From an optimization exercise on the open Yosys and OpenROAD flow, aimed at small area and a short achievable clock period; shortcuts taken in it are not production practice.
Function was checked by simulation only, so behaviour that the tests miss may differ from the original.

Setup of the baseline:
// single_particle_acceptance_cut
module single_particle_acceptance_cut #(
	parameter int unsigned MOMENTUM_BITS = 24
) (
	input  wire logic                            clk,
	input  wire logic                            arst_n,
	input  wire logic                            start,
	output logic                                 busy,
	input  wire logic [23:0]                     energy,
	input  wire logic signed [MOMENTUM_BITS-1:0] mom_x,
	input  wire logic signed [MOMENTUM_BITS-1:0] mom_y,
	input  wire logic signed [MOMENTUM_BITS-1:0] mom_z,
	output logic                                 done,
	output logic                                 accept,
	output logic [1:0]                           reject_reason,
	output logic [4:0]                           rapidity_bin
);
	assign busy = 1'b0;
	logic [23:0] e_s1, pz_s1;
	always_ff @(posedge clk) begin
		e_s1  <= energy;
		pz_s1 <= mom_z;
	end
	logic [4:0] cnt_w;
	logic       eq_w, rz_w;
	spac_rap u_rap (.clk(clk), .e_i(e_s1), .pz_i(pz_s1),
		.cnt_o(cnt_w), .eq_o(eq_w), .rz_o(rz_w));
	logic [4:0] cls_w;
	spac_pt u_pt (.clk(clk), .mom_x(mom_x), .mom_y(mom_y), .cls_o(cls_w));
	logic [4:0] cls_d1;
	always_ff @(posedge clk) cls_d1 <= cls_w;
	logic [4:0] cls_d2;
	always_ff @(posedge clk) cls_d2 <= cls_d1;
	logic [4:0] cls_d3;
	always_ff @(posedge clk) cls_d3 <= cls_d2;
  ...
Size: roughly 6300 cells after synthesis, about 1200 flip-flops, ~0.063 sq mm of cells after synthesis.
==> flow/config.mk <==
export PLATFORM = sky130hd
export DESIGN_NAME = single_particle_acceptance_cut
export DESIGN_NICKNAME = single_particle_acceptance_cut
export VERILOG_FILES = /design/flow/design.v
export SDC_FILE = /design/flow/constraint.sdc
export NUM_CORES = 4
export LEC_CHECK = 0
export ABC_CLOCK_PERIOD_IN_PS = 9000
export CAP_MARGIN = 20
export CORE_MARGIN = 2
export CORE_UTILIZATION = 40
export SLEW_MARGIN = 20
==> flow/constraint.sdc <==
create_clock -name core_clock -period 14.0 [get_ports {clk}]
set_input_delay 2.8000 -clock core_clock [delete_from_list [all_inputs] [get_ports {clk}]]
set_output_delay 2.8000 -clock core_clock [all_outputs]
set_load 0.01 [all_outputs]
standard.sh (not shown) runs the stock make flow with config.mk's settings and CLKGATE_MAP_FILE= SYNTH_SCRIPT=/design/flow/synth_recipe.tcl, a recipe that flattens the netlist after the stock synthesis.
==> flow/flow/run.sh <==
#!/bin/bash
# Standard ORFS layout (the standard.sh, unchanged synthesis), with the
# resizer asked for more setup slack than the period needs, so that timing
# repair shortens the critical paths. Clock period and constraints unchanged.
cd "$(dirname "$0")/.."
MARGIN=$(cat flow/margin.txt 2>/dev/null || echo 5)
export SETUP_SLACK_MARGIN=$MARGIN
echo "setup slack margin $SETUP_SLACK_MARGIN" > run_flow.log
cp standard.sh standard_copy.sh.txt 2>/dev/null
bash standard.sh >> run_flow.log 2>&1
==> flow/flow/margin.txt <==
10.0
The baseline finished every stage and its layout cleared the timing, DRC and antenna checks.
Setup changes, the baseline to the candidate
- a change of CORE_UTILIZATION from 40 to 65
==> flow/flow/margin.txt <==
9.8
Results
- Comparing the candidate and the baseline, tightest slew margin relative to the limit is lower on the baseline.
- Between the candidate and the baseline, final critical delay including setup and external delays is lower for the baseline, the candidate comes in above that.
- Comparing the baseline against the candidate, there is no change at all in area after synthesis.
- Lower data required time of the worst path was reported by the candidate, not the baseline.
- Sequential share of layout area for the candidate: 1.3 points up relative to the baseline
- The run showing the greater maximum operating frequency is the baseline.
- ~same share of final layout cell area taken by clock buffers and inverters in the candidate and the baseline
- The candidate vs the baseline — count of clock-buffer cells in the layout dropped by a little under 10%
- [compare] base=the baseline new=the candidate: wire length has increased.

* * *

Setup of run A:
single_particle_acceptance_cut, a different RTL version from the one above (not shown whole).
Size in the first run: about 7500 cells after synthesis, roughly 1200 flip-flops, about 110 I/O pins.
==> flow/config.mk <==
export PLATFORM = sky130hd
export DESIGN_NAME = single_particle_acceptance_cut
export DESIGN_NICKNAME = single_particle_acceptance_cut
export VERILOG_FILES = /design/flow/design.v
export SDC_FILE = /design/flow/constraint.sdc
export NUM_CORES = 4
export LEC_CHECK = 0
export ABC_AREA = 1
export ABC_CLOCK_PERIOD_IN_PS = 9000
export CAP_MARGIN = 20
export CORE_MARGIN = 2
export CORE_UTILIZATION = 40
export SLEW_MARGIN = 20
==> flow/constraint.sdc <==
create_clock -name core_clock -period 14.0 [get_ports {clk}]
set_input_delay 2.8000 -clock core_clock [delete_from_list [all_inputs] [get_ports {clk}]]
set_output_delay 2.8000 -clock core_clock [all_outputs]
set_load 0.01 [all_outputs]
==> flow/flow/run.sh <==
#!/bin/bash
# Standard ORFS layout (the standard.sh, unchanged synthesis), with the
# resizer asked for more setup slack than the period needs, so that timing
# repair shortens the critical paths, and the port buffers made with the
# plain buf_1 cell. Clock period and constraints unchanged.
cd "$(dirname "$0")/.."
MARGIN=$(cat flow/margin.txt 2>/dev/null || echo 5)
export SETUP_SLACK_MARGIN=$MARGIN
export BUFFER_PORTS_ARGS="-buffer_cell sky130_fd_sc_hd__buf_1"
echo "setup slack margin $SETUP_SLACK_MARGIN, port buffers: $BUFFER_PORTS_ARGS" > run_flow.log
bash standard.sh >> run_flow.log 2>&1
==> flow/flow/margin.txt <==
9.6
Run A went all the way through synthesis, placement and routing and the layout is clean on timing, DRC and antenna.
Inputs modified between run A and run B:
- ABC_AREA: 1 -> unset
==> flow/flow/margin.txt <==
10.2
==> run summary <==
Run A reports its worst setup path endpoint as u_pt.h1_s2[8] while run B reports done. In terms of clock insertion delay at the later pin of the skew report, run A and run B differ only marginally. On cell count, the higher figure sits with run A, not run B. [run B] wire length of the first global-routing pass fell 3.1% relative to run A. When run B is set beside run A, its per-cell via count in the routed design turns out to be about 6% larger. Run A → run B: maximum fanout along the worst path -13, die extent in x grew by 1.3 um, routed wire length went down by 2000 um, final-stage net count went down 1306.
## Diff of input files: run C against run B
==> flow/flow/margin.txt <==
9.8
[summary]
- NOTE: clock tree buffer count of the final layout in run C falls short of that of run B
- Summary: with run B as the reference, wire length in run C moved down by a few percent.
- Between run B and run C, the source-to-sink clock delay at the later pin of the worst-skew pair does not differ in any meaningful way.
- Delta (run C minus run B): required time reported for the critical path endpoint now sits higher, sequential share of layout area now sits higher, number of global-route vias before repair -2.9%, number of flops mapped to enable cells by yosys level.
- Per the comparison of run C with run B, critical path depth now larger, number of nets in the synthesized netlist was more or less identical.
- NOTE final design instance area without fill run B->run C decreased by a few percent
diff inputs: run C => run D
- an added CTS_BUF_LIST of sky130_fd_sc_hd__clkbuf_4 sky130_fd_sc_hd__clkbuf_8
Findings:
- Run D -> run C: number of library cell types mapped by synthesis delta 0, exact match
- Storage element area of run C is on par with run D.
- Run D against run C: final clock period utilization by the worst path saw an increase; maximum achievable frequency lower; transition time at the pin with the least slew margin now sits at about the same level; number of stages on the worst setup path went down.
## Diff of input files: run E against run D
- CTS_BUF_LIST removed (was sky130_fd_sc_hd__clkbuf_4 sky130_fd_sc_hd__clkbuf_8)
==> flow/flow/run.sh <==
#!/bin/bash
# Standard ORFS layout (the standard.sh, unchanged synthesis), with the
# resizer asked for more setup slack than the period needs, so that timing
# repair shortens the critical paths. Clock period and constraints unchanged.
cd "$(dirname "$0")/.."
MARGIN=$(cat flow/margin.txt 2>/dev/null || echo 5)
export SETUP_SLACK_MARGIN=$MARGIN
echo "setup slack margin $SETUP_SLACK_MARGIN" > run_flow.log
cp standard.sh standard_copy.sh.txt 2>/dev/null
bash standard.sh >> run_flow.log 2>&1
Run E ended with every stage complete and zero timing, DRC or antenna violations.
Against run D, estimated wirelength of the detail-placed design in run E rose slightly.
The final area in run E was higher than what run D gave.
Synthesized cell count came out exactly the same in run D and run E.
Area taken by multi-input logic gates essentially unchanged between run D and run E.

## separate check: timing with driven ports
The flow's constraints put no driver on any port. The routed layouts listed below were extracted and timed again, unchanged, in two steps. Step 1 assumes that a clkbuf_16 drives the clock port and a buf_2 every other input. Step 2 moves the port delays by t, midway between the first and last clock arrival at a register: inputs arrive t later, outputs are due t later. That takes back most of the time a late clock gives input paths. a / b / c = ideal / step 1 / step 2; a / b = the first two.
| run | t (ns) | slack for setup (ns) | worst slew at a driven data input, ns |
|---|---|---|---|
| the baseline | 0.817 | 9.887 / 9.881 / 9.777 | 0.10 |
| the candidate | 0.824 | 9.743 / 9.743 / 9.743 | 0.12 |
| run A | 0.822 | 9.824 / 9.824 / 9.449 | 0.08 |
| run B | 0.821 | 9.980 / 9.903 / 9.763 | 0.05 |
| run C | 0.826 | 9.940 / 9.894 / 9.940 | 0.04 |
| run D | 0.954 | 9.831 / 9.761 / 9.956 | 0.04 |
| run E | 0.826 | 9.872 / 9.793 / 9.341 | 0.05 |
After both steps every run listed still meets setup and hold. The setup slack of run E, which loses most, moves by -0.079 ns with the drivers and by -0.531 ns with both steps.
